Background: an optimization exercise with open tools, aiming at small area, a short achievable clock period and few clock cycles. Do not read the settings as production practice.
Only simulation tests tie the RTL to the original design; equivalence was not proved.
No activity file was given, so power comes from the tool's default toggle rates.

===== flow/run.sh =====
#!/bin/bash
# synth_recipe.tcl (not shown) runs the flow's synth.tcl, then flattens the netlist and writes it again
# the make line also repeats each setting of config.mk as NAME=value (left out here)
make -C /OpenROAD-flow-scripts/flow DESIGN_CONFIG=/design/flow/config.mk WORK_HOME=/design/flow/orfs CLKGATE_MAP_FILE= SYNTH_SCRIPT=/design/flow/synth_recipe.tcl finish

===== flow/config.mk =====
export PLATFORM = sky130hd
export DESIGN_NAME = accum_top
export DESIGN_NICKNAME = accum_top
export VERILOG_FILES = /design/flow/design.v
export SDC_FILE = /design/flow/constraint.sdc
export NUM_CORES = 4
export LEC_CHECK = 0
export CAP_MARGIN = 20
export CORE_MARGIN = 2
export CORE_UTILIZATION = 40
export SLEW_MARGIN = 20

===== flow/constraint.sdc =====
create_clock -name core_clock -period 8.5 [get_ports {clk_state}]
set_input_delay 1.7000 -clock core_clock [delete_from_list [all_inputs] [get_ports {clk_state}]]
set_output_delay 1.7000 -clock core_clock [all_outputs]
set_load 0.01 [all_outputs]

===== flow/design.v =====
package accum_pkg;
  localparam int unsigned NUM_ACC = 8;    
  localparam int unsigned ACC_W   = 32;
  localparam int unsigned OUT_W   = 64;   
  localparam int unsigned ADDR_W  = 3;
  localparam int unsigned LEN_W   = 16;   
  localparam logic [7:0] REG_CMD       = 8'h00;
  localparam logic [7:0] REG_ACCUM_LEN = 8'h04;
  localparam logic [7:0] REG_SCALE     = 8'h08;
  localparam logic [7:0] REG_SHIFT     = 8'h0C;
  localparam logic [7:0] REG_MODE      = 8'h10;
  localparam logic [7:0] REG_STATUS    = 8'h14;
  localparam logic [2:0] CMD_CLEAR     = 3'd1;
  localparam logic [2:0] CMD_ACCUM     = 3'd2;
  localparam logic [2:0] CMD_NORMQUANT = 3'd3;
  localparam logic [2:0] CMD_STREAMOUT = 3'd4;
  localparam logic MODE_8B  = 1'b0;
  localparam logic MODE_32B = 1'b1;
  typedef union packed {
    logic [OUT_W/8-1:0][7:0]           bytes;
    logic [OUT_W/ACC_W-1:0][ACC_W-1:0] words;
  } out_word_u;
endpackage
`timescale 1ns/1ps
module accum_apb_regs #(
  parameter int unsigned NumAcc = accum_pkg::NUM_ACC
) (
  input  logic                        clk_state,
  input  logic                        rst_ni,
  input  logic                        psel_i,
  input  logic                        penable_i,
  input  logic                        pwrite_i,
  input  logic [7:0]                  paddr_i,
  input  logic [31:0]                 pwdata_i,
  input  logic                        busy_i,
  output logic [31:0]                 prdata_o,
  output logic                        pready_o,
  output logic                        pslverr_o,
  output logic                        cmd_valid_o,
  output logic [2:0]                  cmd_code_o,
  output logic [accum_pkg::LEN_W-1:0] accum_len_o,
  output logic [7:0]                  scale_o,
  output logic [4:0]                  shift_o,
  output logic                        mode_o
);
  logic access;
  logic wr_access;
  logic addr_ok;
  logic cmd_wr;
  logic cmd_known;
  assign access    = psel_i & penable_i;
  assign wr_access = access & pwrite_i;
  assign pready_o  = 1'b1;   
  always_comb begin
    addr_ok  = 1'b1;
    prdata_o = '0;
    case (paddr_i)
      accum_pkg::REG_CMD:       prdata_o = '0;   
      accum_pkg::REG_ACCUM_LEN: prdata_o = 32'(accum_len_o);
      accum_pkg::REG_SCALE:     prdata_o = 32'(scale_o);
      accum_pkg::REG_SHIFT:     prdata_o = 32'(shift_o);
      accum_pkg::REG_MODE:      prdata_o = 32'(mode_o);
      accum_pkg::REG_STATUS:    prdata_o = {16'h0, 8'(NumAcc), 7'h0, busy_i};
      default:                  addr_ok  = 1'b0;
    endcase
  end
  assign cmd_wr     = wr_access & (paddr_i == accum_pkg::REG_CMD);
  assign cmd_known  = (pwdata_i[2:0] == accum_pkg::CMD_CLEAR)     |
                      (pwdata_i[2:0] == accum_pkg::CMD_ACCUM)     |
                      (pwdata_i[2:0] == accum_pkg::CMD_NORMQUANT) |
                      (pwdata_i[2:0] == accum_pkg::CMD_STREAMOUT);
  assign cmd_valid_o = cmd_wr & ~busy_i & cmd_known;
  assign cmd_code_o  = pwdata_i[2:0];
  assign pslverr_o = access & (~addr_ok | (cmd_wr & (busy_i | ~cmd_known)));
  always_ff @(posedge clk_state or negedge rst_ni) begin
    if (!rst_ni) begin
      accum_len_o <= '0;
      scale_o     <= '0;
      shift_o     <= '0;
      mode_o      <= accum_pkg::MODE_8B;
    end else if (wr_access) begin
      case (paddr_i)
        accum_pkg::REG_ACCUM_LEN: accum_len_o <= pwdata_i[accum_pkg::LEN_W-1:0];
        accum_pkg::REG_SCALE:     scale_o     <= pwdata_i[7:0];
        accum_pkg::REG_SHIFT:     shift_o     <= pwdata_i[4:0];
        accum_pkg::REG_MODE:      mode_o      <= pwdata_i[0];
        default: ;   
      endcase
    end
  end
endmodule
`timescale 1ns/1ps
module accum_ctrl_fsm #(
  parameter int unsigned NumAcc = accum_pkg::NUM_ACC
) (
  input  logic                        clk_state,
  input  logic                        rst_ni,
  input  logic                        cmd_valid_i,
  input  logic [2:0]                  cmd_code_i,
  input  logic [accum_pkg::LEN_W-1:0] accum_len_i,
  input  logic                        mode_i,
  input  logic                        psum_valid_i,
  input  logic [accum_pkg::ACC_W-1:0] psum_data_i,
  input  logic                        out_ready_i,
  output logic                        busy_o,
  output logic                        psum_ready_o,
  output logic                        out_valid_o,
  output logic [accum_pkg::OUT_W-1:0] out_data_o,
  output logic                        done_o,
  output logic                        clear_o,
  output logic                        add_en_o,
  output logic [accum_pkg::ADDR_W-1:0] add_addr_o,
  output logic [accum_pkg::ACC_W-1:0] psum_o,
  output logic [accum_pkg::ADDR_W-1:0] rd_addr_o,
  output logic                        nq_valid_o,
  output logic [accum_pkg::ADDR_W-1:0] nq_addr_o,
  input  logic [NumAcc-1:0][accum_pkg::ACC_W-1:0] acc_all_i
);
  localparam logic [2:0] IDLE      = 3'd0;
  localparam logic [2:0] CLEAR     = 3'd1;
  localparam logic [2:0] ACCUM     = 3'd2;
  localparam logic [2:0] NORMQUANT = 3'd3;
  localparam logic [2:0] NQ_DRAIN  = 3'd4;
  localparam logic [2:0] STREAMOUT = 3'd5;
  logic [2:0]                  state_q, state_d;
  logic [accum_pkg::ADDR_W-1:0] cnt_q, cnt_d, cnt_inc;
  logic [accum_pkg::LEN_W-1:0]  len_cnt_q, len_cnt_d;
  logic                        done_d;
  logic                        psum_hs, out_hs, last_beat;
  accum_pkg::out_word_u        out_word;
  assign psum_hs   = psum_valid_i & psum_ready_o;
  assign out_hs    = out_valid_o & out_ready_i;
  assign cnt_inc   = (int'(cnt_q) == NumAcc - 1) ? '0 : cnt_q + 1'b1;   
  assign last_beat = (mode_i == accum_pkg::MODE_8B) || (int'(cnt_q) == NumAcc/2 - 1);
  always_comb begin
    state_d   = state_q;
    cnt_d     = cnt_q;
    len_cnt_d = len_cnt_q;
    done_d    = 1'b0;
    case (state_q)
      IDLE: if (cmd_valid_i) begin
        cnt_d     = '0;
        len_cnt_d = '0;
        case (cmd_code_i)
          accum_pkg::CMD_CLEAR:     state_d = CLEAR;
          accum_pkg::CMD_NORMQUANT: state_d = NORMQUANT;
          accum_pkg::CMD_STREAMOUT: state_d = STREAMOUT;
          accum_pkg::CMD_ACCUM: begin
            if (accum_len_i == '0) done_d = 1'b1;   
            else state_d = ACCUM;
          end
          default: ;
        endcase
      end
      CLEAR: begin
        state_d = IDLE;
        done_d  = 1'b1;
      end
      ACCUM: if (psum_hs) begin
        cnt_d     = cnt_inc;
        len_cnt_d = len_cnt_q + 1'b1;
        if (len_cnt_q == accum_len_i - 1'b1) begin
          state_d = IDLE;
          done_d  = 1'b1;
        end
      end
      NORMQUANT: begin
        cnt_d = cnt_inc;
        if (int'(cnt_q) == NumAcc - 1) state_d = NQ_DRAIN;
      end
      NQ_DRAIN: begin   
        cnt_d = cnt_inc;
        if (cnt_q == 1) begin
          state_d = IDLE;
          done_d  = 1'b1;
        end
      end
      STREAMOUT: if (out_hs) begin
        cnt_d = cnt_inc;
        if (last_beat) begin
          state_d = IDLE;
          done_d  = 1'b1;
        end
      end
      default: state_d = IDLE;
    endcase
  end
  always_ff @(posedge clk_state or negedge rst_ni) begin
    if (!rst_ni) begin
      state_q   <= IDLE;
      cnt_q     <= '0;
      len_cnt_q <= '0;
      done_o    <= 1'b0;
    end else begin
      state_q   <= state_d;
      cnt_q     <= cnt_d;
      len_cnt_q <= len_cnt_d;
      done_o    <= done_d;
    end
  end
  assign busy_o       = (state_q != IDLE);
  assign psum_ready_o = (state_q == ACCUM);
  assign out_valid_o  = (state_q == STREAMOUT);
  assign clear_o    = (state_q == CLEAR);
  assign add_en_o   = psum_hs;
  assign add_addr_o = cnt_q;
  assign psum_o     = psum_data_i;
  assign rd_addr_o  = cnt_q;
  assign nq_valid_o = (state_q == NORMQUANT);
  assign nq_addr_o  = cnt_q;
  always_comb begin
    out_word = '0;
    if (mode_i == accum_pkg::MODE_32B) begin
      out_word.words[0] = acc_all_i[{cnt_q[accum_pkg::ADDR_W-2:0], 1'b0}];
      out_word.words[1] = acc_all_i[{cnt_q[accum_pkg::ADDR_W-2:0], 1'b1}];
    end else begin
      for (int i = 0; i < accum_pkg::OUT_W/8; i++) begin
        out_word.bytes[i] = acc_all_i[i][7:0];   
      end
    end
  end
  assign out_data_o = out_word;
endmodule
`timescale 1ns/1ps
module accum_bank #(
  parameter int unsigned NumAcc = accum_pkg::NUM_ACC
) (
  input  logic                                  clk_state,
  input  logic                                  rst_ni,
  input  logic                                  clear_i,
  input  logic                                  add_en_i,
  input  logic [accum_pkg::ADDR_W-1:0]          add_addr_i,
  input  logic signed [accum_pkg::ACC_W-1:0]    psum_i,
  input  logic [accum_pkg::ADDR_W-1:0]          rd_addr_i,
  output logic signed [accum_pkg::ACC_W-1:0]   rd_data_o,
  output logic [NumAcc-1:0][accum_pkg::ACC_W-1:0] acc_all_o,   
  input  logic                                  wr_en_i,
  input  logic [accum_pkg::ADDR_W-1:0]          wr_addr_i,
  input  logic [accum_pkg::ACC_W-1:0]           wr_data_i
);
  logic [NumAcc-1:0][accum_pkg::ACC_W-1:0] acc_q;
  logic signed [accum_pkg::ACC_W-1:0]      sum;
  assign sum = $signed(acc_q[add_addr_i]) + psum_i;
  always_ff @(posedge clk_state or negedge rst_ni) begin
    if (!rst_ni) begin
      acc_q <= '0;
    end else if (clear_i) begin
      acc_q <= '0;   
    end else begin
      if (wr_en_i) begin
        acc_q[wr_addr_i] <= wr_data_i;   
      end
      if (add_en_i) begin
        acc_q[add_addr_i] <= sum;
      end
    end
  end
  assign rd_data_o = acc_q[rd_addr_i];
  assign acc_all_o = acc_q;
endmodule
`timescale 1ns/1ps
module accum_normquant #(
  parameter int unsigned NumAcc = accum_pkg::NUM_ACC
) (
  input  logic       clk_state,
  input  logic       rst_ni,
  input  logic [7:0] scale_i,
  input  logic [4:0] shift_i,
  input  logic signed [accum_pkg::ACC_W-1:0] rd_data_i,
  input  logic                               nq_valid_i,
  input  logic [accum_pkg::ADDR_W-1:0]       nq_addr_i,
  output logic                               wr_en_o,
  output logic [accum_pkg::ADDR_W-1:0]       wr_addr_o,
  output logic [accum_pkg::ACC_W-1:0]        wr_data_o
);
  logic signed [39:0]           prod_d, prod_q;
  logic signed [39:0]           shifted;
  logic [7:0]                   clip;
  logic                         valid_q, wr_en_q;
  logic [accum_pkg::ADDR_W-1:0] addr_q, wr_addr_q;
  logic [7:0]                   wr_byte_q;
  assign prod_d = $signed(rd_data_i) * $signed({1'b0, scale_i});
  assign shifted = prod_q >>> shift_i;
  assign clip    = (shifted > 40'sd127)  ? 8'h7f :
                   (shifted < -40'sd128) ? 8'h80 : shifted[7:0];
  always_ff @(posedge clk_state or negedge rst_ni) begin
    if (!rst_ni) begin
      prod_q    <= '0;
      valid_q   <= 1'b0;
      addr_q    <= '0;
      wr_en_q   <= 1'b0;
      wr_addr_q <= '0;
      wr_byte_q <= '0;
    end else begin
      prod_q    <= prod_d;
      valid_q   <= nq_valid_i;
      addr_q    <= nq_addr_i;
      wr_en_q   <= valid_q;
      wr_addr_q <= addr_q;
      wr_byte_q <= clip;
    end
  end
  assign wr_en_o   = wr_en_q;
  assign wr_addr_o = wr_addr_q;
  assign wr_data_o = {{(accum_pkg::ACC_W-8){wr_byte_q[7]}}, wr_byte_q};
endmodule
`timescale 1ns/1ps
module accum_top #(
  parameter int unsigned NumAcc = accum_pkg::NUM_ACC
) (
  input  logic                        clk_state,
  input  logic                        rst_ni,
  input  logic                        psel_i,
  input  logic                        penable_i,
  input  logic                        pwrite_i,
  input  logic [7:0]                  paddr_i,
  input  logic [31:0]                 pwdata_i,
  output logic [31:0]                 prdata_o,
  output logic                        pready_o,
  output logic                        pslverr_o,
  input  logic                        psum_valid_i,
  output logic                        psum_ready_o,
  input  logic [accum_pkg::ACC_W-1:0] psum_data_i,
  output logic                        out_valid_o,
  input  logic                        out_ready_i,
  output logic [accum_pkg::OUT_W-1:0] out_data_o,
  output logic                        done_o
);
  logic                        busy;
  logic                        cmd_valid;
  logic [2:0]                  cmd_code;
  logic [accum_pkg::LEN_W-1:0] accum_len;
  logic [7:0]                  scale;
  logic [4:0]                  shift;
  logic                        mode;
  logic                                      bank_clear;
  logic                                      bank_add_en;
  logic [accum_pkg::ADDR_W-1:0]              bank_add_addr;
  logic [accum_pkg::ACC_W-1:0]               bank_psum;
  logic [accum_pkg::ADDR_W-1:0]              bank_rd_addr;
  logic [accum_pkg::ACC_W-1:0]               bank_rd_data;
  logic [NumAcc-1:0][accum_pkg::ACC_W-1:0]   bank_acc_all;
  logic                                      bank_nq_valid;
  logic [accum_pkg::ADDR_W-1:0]              bank_nq_addr;
  logic                                      bank_wr_en;
  logic [accum_pkg::ADDR_W-1:0]              bank_wr_addr;
  logic [accum_pkg::ACC_W-1:0]               bank_wr_data;
  accum_apb_regs #(.NumAcc(NumAcc)) i_apb_regs (
    .clk_state   ( clk_state ),
    .rst_ni      ( rst_ni    ),
    .psel_i      ( psel_i    ),
    .penable_i   ( penable_i ),
    .pwrite_i    ( pwrite_i  ),
    .paddr_i     ( paddr_i   ),
    .pwdata_i    ( pwdata_i  ),
    .busy_i      ( busy      ),
    .prdata_o    ( prdata_o  ),
    .pready_o    ( pready_o  ),
    .pslverr_o   ( pslverr_o ),
    .cmd_valid_o ( cmd_valid ),
    .cmd_code_o  ( cmd_code  ),
    .accum_len_o ( accum_len ),
    .scale_o     ( scale     ),
    .shift_o     ( shift     ),
    .mode_o      ( mode      )
  );
  accum_ctrl_fsm #(.NumAcc(NumAcc)) i_ctrl_fsm (
    .clk_state    ( clk_state    ),
    .rst_ni       ( rst_ni       ),
    .cmd_valid_i  ( cmd_valid    ),
    .cmd_code_i   ( cmd_code     ),
    .accum_len_i  ( accum_len    ),
    .mode_i       ( mode         ),
    .psum_valid_i ( psum_valid_i ),
    .psum_data_i  ( psum_data_i  ),
    .out_ready_i  ( out_ready_i  ),
    .busy_o       ( busy         ),
    .psum_ready_o ( psum_ready_o ),
    .out_valid_o  ( out_valid_o  ),
    .out_data_o   ( out_data_o   ),
    .done_o       ( done_o       ),
    .clear_o      ( bank_clear    ),
    .add_en_o     ( bank_add_en   ),
    .add_addr_o   ( bank_add_addr ),
    .psum_o       ( bank_psum     ),
    .rd_addr_o    ( bank_rd_addr  ),
    .nq_valid_o   ( bank_nq_valid ),
    .nq_addr_o    ( bank_nq_addr  ),
    .acc_all_i    ( bank_acc_all  )
  );
  accum_bank #(.NumAcc(NumAcc)) i_bank (
    .clk_state ( clk_state    ),
    .rst_ni     ( rst_ni        ),
    .clear_i    ( bank_clear    ),
    .add_en_i   ( bank_add_en   ),
    .add_addr_i ( bank_add_addr ),
    .psum_i     ( bank_psum     ),
    .rd_addr_i  ( bank_rd_addr  ),
    .rd_data_o  ( bank_rd_data  ),
    .acc_all_o  ( bank_acc_all  ),
    .wr_en_i    ( bank_wr_en    ),
    .wr_addr_i  ( bank_wr_addr  ),
    .wr_data_i  ( bank_wr_data  )
  );
  accum_normquant #(.NumAcc(NumAcc)) i_normquant (
    .clk_state ( clk_state  ),
    .rst_ni    ( rst_ni     ),
    .scale_i   ( scale      ),
    .shift_i    ( shift         ),
    .rd_data_i  ( bank_rd_data  ),
    .nq_valid_i ( bank_nq_valid ),
    .nq_addr_i  ( bank_nq_addr  ),
    .wr_en_o    ( bank_wr_en    ),
    .wr_addr_o  ( bank_wr_addr  ),
    .wr_data_o  ( bank_wr_data  )
  );
endmodule

==> summary.md <==
| Metric | Value |
|---|---|
| Status | `no timing/DRC/antenna violations` |
| Total core area | `0.08224 mm^2` |
| Design Area, Final | `0.03708 mm^2` |
| WL final | `120000 um` |
| Vias | `29551` |
| Xor/xnor share of the synthesized area | `0.02209` |
| Yosys warning total | `4` |
| First-pass GRT wire length | `180400 um` |
| FF-to-FF Start | `i_ctrl_fsm.cnt_q[1]$_DFFE_PN0P_` |
| FF-to-FF setup slack | `1.24 ns` |
| Crit-path slowest cell | `dfrtp_4` |
| Vias/cell | `6.088` |
| Max frequency | `0.1378 GHz` |
| Most frequent cells after synthesis | `nor2_1, nand2_1, dfrtp_1` |
| Pre-CTS setup slack | `1.321 ns` |
| EDFF count, synth | `0` |
| CP Data Required Time | `8.95 ns` |
| Tot GR Track Use | `0.2771` |
| Cell Area, Placed | `0.03568 mm^2` |
| Leakage power total | `16.87 nW` |
| Worst vdd ir | `0.2336 mV` |
| Worst Path Max Fanout | `46` |
| CTS root buf | `clkbuf_16` |
| Worst-Skew Late Latency | `0.61 ns` |
| Fillcell total | `8004` |
| Num CTS Buffers | `43` |
| Die Ht | `292.5 um` |
| CTS tree | `done` |
| Setup ws final | `1.245 ns` |
| Initial antenna violation count | `3` |
| CP Capture Point | `i_normquant.prod_q[38]$_DFF_PN0_` |
| Cell-by-cell trace of the critical path | `buf_4, mux4_2, nor2_1, nor2_1, nand2_1, fa_1, inv_1, fa_1, fa_1, inv_1, fa_1, inv_1, ha_1, and4_1, nand2_1, o21ai_0, a21oi_1, a311oi_1, o221ai_1, o2111ai_1, a21oi_1, xnor2_1` |
| Fraction of layout cells with a size suffix above 1 | `0.1012` |
| Synth area leader | `dfrtp_1` |
| Nets | `4160` |
| Area Overhead vs Synth | `11.35%` |
| Final GP Congestion | `0.9646` |
| Maximum buffer depth of the clock tree | `3` |
| Fin crit period | `7.255 ns` |
| Num rows | `105` |
| Post-DRT Antenna Nets | `0` |
| Crit path arrival time | `7.71 ns` |
| Die area | `0.08557 mm^2` |
| Number of global-route vias before repair | `28786` |
| GRT met3 Usage | `0.05471` |
| Post-Synth Simple-Gate Area | `0.1705` |
| Pin count of the biggest net entering global routing | `151` |
| Min-Delay Path Class | `reg -> reg` |
| Yosys cell types | `93` |
| Adder-cell share of the synthesized area | `0.1662` |
| Hold Fails Final Rpt | `0` |
| Met1 Use GR | `0.3707` |
| # port buffers | `146` |
| Critical Path Max Stage Delay | `0.86 ns` |
| Met2 Usage GRT | `0.4187` |
| Clock transition at path regs | `0.06 ns` |
| FFs w/ async S/R, synth | `1.000` |
| H-tree depth | `2` |
| CP dominant cell by count | `fa_1` |
| # DRC | `0` |
| Crit path kind | `reg -> reg` |
| Post-CTS Setup Inserts | `0` |
| Sequential area share after synthesis | `0.2743` |
| Average wire per standard cell | `24.73 um` |
| Largest family of logic cells by synthesized area | `simple AND/OR/NAND/NOR gates` |
| R2R cell count | `22` |
| Multiplexer share of the synthesized area | `0.1316` |
| Mapped Area | `0.03330 mm^2` |
| Antenna diodes | `0` |
| Initial Utilization | `0.4049` |
| HPWL after DPL | `83840 um` |
| Ports | `180` |
| Syn_area_per_cell | `8.918 um^2` |
| Worst-Margin Slew | `1.157 ns` |
| GRT busiest layer | `met2` |
| Top-area cell type share of the netlist area | `0.2743` |
| Synth Area in Compound Gates | `0.1642` |
| Top post-synthesis cells by area | `dfrtp_1, fa_1, mux4_2` |
| Top FF cell, synth | `dfrtp_1` |
| Worst setup EP type | `flop` |
| Setup TNS | `0 ns` |
| Max-Cap Viols | `0` |
| Synth Instances | `3734` |
| Setup crit start kind | `flop` |
| Synth Register Bits | `365` |
| # setup viols final | `0` |
| Tot Pwr | `13.19 mW` |
| Period utilization | `0.8535` |
| Clock skew | `0.04268 ns` |
| Drt pass-1 iters | `7` |
| Post-CTS resize count | `0` |
| RSZ-0062 raised after global routing | `no` |
| Hold Buf Count CTS | `0` |
| Iteration-0 DRC Markers | `3108` |
| Final Slew Violations | `0` |
| Rel. slew slack | `0.2265` |
| Chip width | `292.5 um` |
| CTS Sinks | `365` |
| Critical R2R Capture | `i_normquant.prod_q[38]$_DFF_PN0_` |
| Setup crit start | `i_ctrl_fsm.cnt_q[1]$_DFFE_PN0P_` |
| Pwr dens | `355.7 mW/mm^2` |
| Top-count cell post-synth | `nor2_1` |
| GRT overflow | `0` |
-- worst min-delay path by stage --
stage	from	end	slack (ns)	cells past startpoint
floorplan	i_normquant.addr_q[0]$_DFF_PN0_	i_normquant.wr_addr_q[0]$_DFF_PN0_	0.33	0
global placement	i_normquant.addr_q[0]$_DFF_PN0_	i_normquant.wr_addr_q[0]$_DFF_PN0_	0.34	0
detailed placement	i_normquant.addr_q[1]$_DFF_PN0_	i_normquant.wr_addr_q[1]$_DFF_PN0_	0.34	0
CTS	i_normquant.addr_q[1]$_DFF_PN0_	i_normquant.wr_addr_q[1]$_DFF_PN0_	0.35	0
global route	i_normquant.addr_q[0]$_DFF_PN0_	i_normquant.wr_addr_q[0]$_DFF_PN0_	0.36	0
finish	i_normquant.addr_q[1]$_DFF_PN0_	i_normquant.wr_addr_q[1]$_DFF_PN0_	0.35	0
-- placed cells by master, fill, tap and decap left out, types with 33 or more instances in the layout --
cell type and instances:
o22ai_1 147, nor2_1 520, buf_4 71, xnor2_1 53, a22oi_1 54, ha_1 127
mux4_2 142, o21ai_0 122, inv_1 297, a21oi_1 348, nor2b_1 40, dfrtp_1 360
mux2_2 39, clkbuf_16 43, fa_1 197, nand3_1 60, nor3_1 33, nand2_1 383
clkdlybuf4s50_1 145, mux2i_1 35, and2_1 115
-- power by group --
part / switching (mW) / internal, mW / leakage (nW)
logic: 5.33 / 2.96 / 11.6
registers: 0.690 / 2.33 / 4.60
clock network: 0.816 / 1.06 / 0.683
-- worst max-delay path: cells and delay by family, from the launching register on --
kind                       cells  cell delay (ns)
adders and majority gates      5             2.43
DFF                            1             0.86
buffers and inverters          4             0.59
AOI/OAI and AO/OA              6             1.41
and+or+nand+nor                5             1.36
muxes                          1             0.25
xor gates and xnor gates       1             0.13
-- area by class of cell --
| type | instances | area, um^2 | share of cell area |
|---|---|---|---|
| timing repair buffer | 224 | 2131 | 0.05747 |
| clock inverter | 10 | 132.6 | 0.003577 |
| multi-input combinational | 2821 | 21940 | 0.5917 |
| clock buffer | 62 | 1257 | 0.03392 |
| sequential | 365 | 9145 | 0.2467 |
| tap | 1070 | 1339 | 0.03611 |
| inverter | 302 | 1134 | 0.03057 |
-- layer usage --
layer	part of all wire	wire, um	up-vias
met2	0.43	52000	1605
met5	0.00012	15	-
met1	0.40	48100	14571
met4	0.068	8136	2
li1	-	-	12997
met3	0.098	11770	376
-- kinds of logic after synthesis --
logic type | Yosys count
mux | 232
compound gates | 887
xor+xnor | 84
buf+inv | 563
other cells | 2
fa+ha+maj | 324
flops | 365
simple gates | 1277
-- metrics by stage --
step | std cells | util | hold slack, ns
2_1_floorplan | 3749 | - | 0.3312
3_3_place_gp | 4781 | 0.4338 | 0.3354
3_5_place_dp | 4782 | 0.4339 | 0.3365
4_1_cts | 4854 | 0.4508 | 0.3503
5_1_grt | 4854 | 0.4508 | 0.3567
6_report | 4854 | 0.4508 | 0.3512
-- registers in the layout (all words and copies together) (netlist names), 3 cells and up --
name	flops
i_bank.acc_q	256
i_normquant.prod_q	40
i_apb_regs.accum_len_o	16
i_ctrl_fsm.len_cnt_q	16
i_apb_regs.scale_o	8
i_normquant.wr_byte_q	8
i_apb_regs.shift_o	5
i_ctrl_fsm.cnt_q	3
i_ctrl_fsm.state_q	3
i_normquant.addr_q	3
i_normquant.wr_addr_q	3
Testbench counts, summed over its fixed seeds: cycles 7,893.

[what the ideal ports hide]
The results above use ideal ports. As a check the final layout listed here was re-extracted and re-timed, cells and wires unchanged. Step 1: set_driving_cell puts a clkbuf_16 on clk_state and a buf_2 on each other input, an assumption about the parent block. Step 2 moves the port delays by t, midway between the first and last clock arrival at a register: inputs arrive t later, outputs are due t later. That takes back most of the time a late clock gives input paths. Three values: no drivers, after step 1, after step 2; two values: the first two.
t (ns): 0.651
slack for setup (ns): 1.245 / 1.245 / 1.245
clock arrival spread, ns: 0.043 / 0.043
After both steps this run still meets setup and hold. The setup slack of this run moves by 0.000 ns with the drivers and by 0.000 ns with both steps.
